Context: an optimization exercise on an open-source flow, tuned for small area and a short achievable clock period. The choices shown serve that exercise and are no tape-out recipe.
Function was checked by simulation only, so behaviour that the tests miss may differ from the original.
No activity file was given, so power comes from the tool's default toggle rates.

== wip/maple ==
// fir_chip
module fir_chip (
   input  logic                   clock,
   input  logic                   arst_n,
   input  logic                   psel,
   input  logic                   penable,
   input  logic                   pwrite,
   input  logic [8-1:0] paddr,
   input  logic [32-1:0] pwdata,
   output logic [32-1:0] prdata,
   output logic                   pready,
   output logic                   pslverr,
   input  logic                   in_valid,
   input  logic [16-1:0] in_data,
   output logic                   out_valid,
   output logic [16-1:0] out_data
);
clock: 10.5 ns
lec_check: 0
abc_area: 1
cap_margin: 20
core_margin: 2
core_utilization: 40
cts_buf_list: sky130_fd_sc_hd__clkbuf_4 sky130_fd_sc_hd__clkbuf_8
setup_slack_margin: 5.0
slew_margin: 20
synth_hierarchical: 1
standard.sh (not shown) runs the stock make flow with config.mk's settings and CLKGATE_MAP_FILE= SYNTH_SCRIPT=/design/flow/synth_recipe.tcl, a recipe that flattens the netlist after the stock synthesis.
==> flow/flow/run.sh <==
#!/bin/bash
set -euo pipefail
bash standard.sh "BUFFER_PORTS_ARGS=-buffer_cell sky130_fd_sc_hd__buf_4" \
   SETUP_SLACK_MARGIN=5.5 finish > make.log 2>&1
Setup changes, wip/maple to wip/sierra
==> flow/flow/run.sh <==
#!/bin/bash
set -euo pipefail
bash standard.sh "BUFFER_PORTS_ARGS=-buffer_cell sky130_fd_sc_hd__buf_4" \
   SETUP_SLACK_MARGIN=5.3 finish > make.log 2>&1
Results
Delta (wip/sierra minus wip/maple): first-iteration DRC count closely matched the old numbers; total power decreased by about 0.9% relative to the old numbers; power attributed to combinational cells decreased by about 3% relative to the old numbers; setup fix buffers added after clock tree synthesis decreased by about 34% relative to the old numbers; end-of-flow core utilization decreased by 1.3 points relative to the old numbers.
The first-pass GRT wire length of wip/sierra falls short of that of wip/maple by 2.5%.
--- input diff wip/sierra..wip/willow ---
==> flow/flow/run.sh <==
#!/bin/bash
set -euo pipefail
bash standard.sh "BUFFER_PORTS_ARGS=-buffer_cell sky130_fd_sc_hd__buf_4" \
   SETUP_SLACK_MARGIN=5.15 finish > make.log 2>&1
Findings:
Setup slack was higher in the run labelled wip/sierra. Of the two candidates, wip/sierra has the better wire length and wip/willow the worse one. Going from wip/sierra to wip/willow, clock group share of total power grows by 0.3 points. wip/willow ended up with a lower non-clock inverter count in the final layout than wip/sierra did. On clock-cell share of area, wip/willow tracks wip/sierra almost exactly. Compared wip/sierra against wip/willow; instance count after placement with tap cells included within noise. As of wip/willow, number of ordinary and repair buffers in the finished layout had fallen by more than 10% compared to wip/sierra. Between wip/willow and wip/sierra, the mean number of vias per cell figures differ only marginally. The standard cells in wip/willow occupy less silicon area than those in wip/sierra do.
### wip/willow -> wip/tundra
==> flow/run.sh (new file) <==
#!/bin/bash
# synth_recipe.tcl (not shown) runs the flow's synth.tcl, then flattens the netlist and writes it again
# the make line also repeats each setting of config.mk as NAME=value (left out here)
make -C /OpenROAD-flow-scripts/flow DESIGN_CONFIG=/design/flow/config.mk WORK_HOME=/design/flow/orfs CLKGATE_MAP_FILE= SYNTH_SCRIPT=/design/flow/synth_recipe.tcl finish
removed: flow/flow/run.sh
removed: flow/standard.sh
Findings:
Taking wip/willow as the reference point, the fraction of area in registers of wip/tundra rises by 0.43 points. The cell depth of the worst setup path number comes out higher for wip/willow vs wip/tundra. Looking only at data required time of the critical path, and setting everything else aside, the higher value of wip/tundra and wip/willow goes to wip/willow. Comparing wip/tundra and wip/willow, number of antenna violations at the first check in global routing is higher on wip/willow. Changes observed in wip/tundra relative to wip/willow: final wirelength lower, largest clock skew in the final design dropped 11 ps, clock power about even, total sequential power now sits at about the same level. Per the comparison of wip/tundra with wip/willow, count of buffer and inverter cells on the critical path went up; leakage dissipation went down; switching portion of total power did not really move.

fir_chip, a different RTL version from the one above (not shown whole).
For scale: ~4200 cells after synthesis, about 440 flip-flops, roughly 110 I/O pins, ~46000 sq um of cells after synthesis.
## fir_chip
module fir_chip (
   input  logic                   clock,
   input  logic                   arst_n,
   input  logic                   psel,
   input  logic                   penable,
   input  logic                   pwrite,
   input  logic [8-1:0] paddr,
   input  logic [32-1:0] pwdata,
   output logic [32-1:0] prdata,
   output logic                   pready,
   output logic                   pslverr,
   input  logic                   in_valid,
   input  logic [16-1:0] in_data,
   output logic                   out_valid,
   output logic [16-1:0] out_data
);
   fir_pkg::apb_req_t apb_req;
   fir_pkg::apb_rsp_t apb_rsp;
   fir_pkg::sample_t  samp_in;
   fir_pkg::sample_t  samp_out;
   assign apb_req.psel    = psel;
   assign apb_req.penable = penable;
   assign apb_req.pwrite  = pwrite;
   assign apb_req.paddr   = paddr;
   assign apb_req.pwdata  = pwdata;
   assign samp_in.valid   = in_valid;
   assign samp_in.data    = in_data;
   fir_top u_top (
      .clock   (clock),
      .arst_n  (arst_n),
      .apb_req (apb_req),
      .apb_rsp (apb_rsp),
      .in      (samp_in),
      .out     (samp_out)
   );
   assign prdata    = apb_rsp.prdata;
   assign pready    = apb_rsp.pready;
   assign pslverr   = apb_rsp.pslverr;
   assign out_valid = samp_out.valid;
   assign out_data  = samp_out.data;
endmodule
clock: 10.5 ns
lec_check: 0
abc_area: 1
cap_margin: 20
core_margin: 2
core_utilization: 40
setup_slack_margin: 5.0
slew_margin: 20
synth_hierarchical: 1
run.sh (not shown) runs the stock make flow with config.mk's settings and CLKGATE_MAP_FILE= SYNTH_SCRIPT=/design/flow/synth_recipe.tcl, a recipe that flattens the netlist after the stock synthesis.
Stock flow here: none of the scripts above is used.
Then changed:
- CTS_BUF_LIST: not set -> sky130_fd_sc_hd__clkbuf_4 sky130_fd_sc_hd__clkbuf_8
Outcome: Design area went down by 0.66%. Wire length is about the same. Setup slack loses 0.032 ns. Register-to-register slack loses 0.03 ns. Die area is unchanged. Combinational power stays flat. Via count stays flat. Power came out lower by 0.71%. Global-route usage is higher by 0.11 points.

Another version of the RTL of fir_chip (not shown whole).
Size: ~3,900 cells after synthesis, ~440 flip-flops, ~110 I/O pins, about 45,000 um2 of cells after synthesis.
Settings: LEC_CHECK=0, ABC_AREA=1, CAP_MARGIN=20, CORE_MARGIN=2, CORE_UTILIZATION=55, CTS_BUF_LIST=sky130_fd_sc_hd__clkbuf_4 sky130_fd_sc_hd__clkbuf_8, SETUP_SLACK_MARGIN=5.0, SLEW_MARGIN=20, SYNTH_HIERARCHICAL=1; clock period 10.5 ns.
Next try:
- CORE_UTILIZATION: 55 -> 40
The changed run produced a clean layout.
Wire length went down by a few percent.
Utilization goes down by 17 points.
Hold slack barely changes.
Via count came out lower by a few percent.
Total power shrinks slightly.
Critical path depth does not change.
Die area is higher by well over a third.
Cell count increases by a little under a tenth.
Flip-flop and latch count is unchanged.

==> static timing again, ports no longer ideal <==
No port has a modelled driver above. Below, the same layouts with a new extraction and two added sets of constraints.
Step 1 assumes that a clkbuf_16 drives the clock port and a buf_2 every other input.
Step 2 moves the port delays by t, midway between the first and last clock arrival at a register: inputs arrive t later, outputs are due t later. That takes back most of the time a late clock gives input paths.
Three values: ideal ports, drivers, drivers and shift; two values: the first two.
run	t (ns)	setup slack, ns	slew at the worst register clock pin (ns)
wip/maple	0.788	5.250 / 5.190 / 5.190	0.07 / 0.07
wip/sierra	0.799	5.281 / 5.217 / 5.217	0.06 / 0.06
wip/willow	0.808	5.163 / 5.159 / 5.159	0.06 / 0.06
wip/tundra	0.778	5.029 / 5.009 / 5.009	0.07 / 0.07
the first run of note 2	0.711	5.017 / 4.996 / 4.996	0.07 / 0.07
the second run of note 2	0.768	4.985 / 4.954 / 4.954	0.07 / 0.07
the first run of note 3	0.773	4.911 / 4.873 / 4.873	0.07 / 0.07
the second run of note 3	0.785	4.986 / 4.937 / 4.937	0.07 / 0.07
After both steps every run listed still meets setup and hold. For wip/sierra, which loses most, drivers alone change the setup slack by -0.064 ns; drivers and shift together by -0.064 ns.
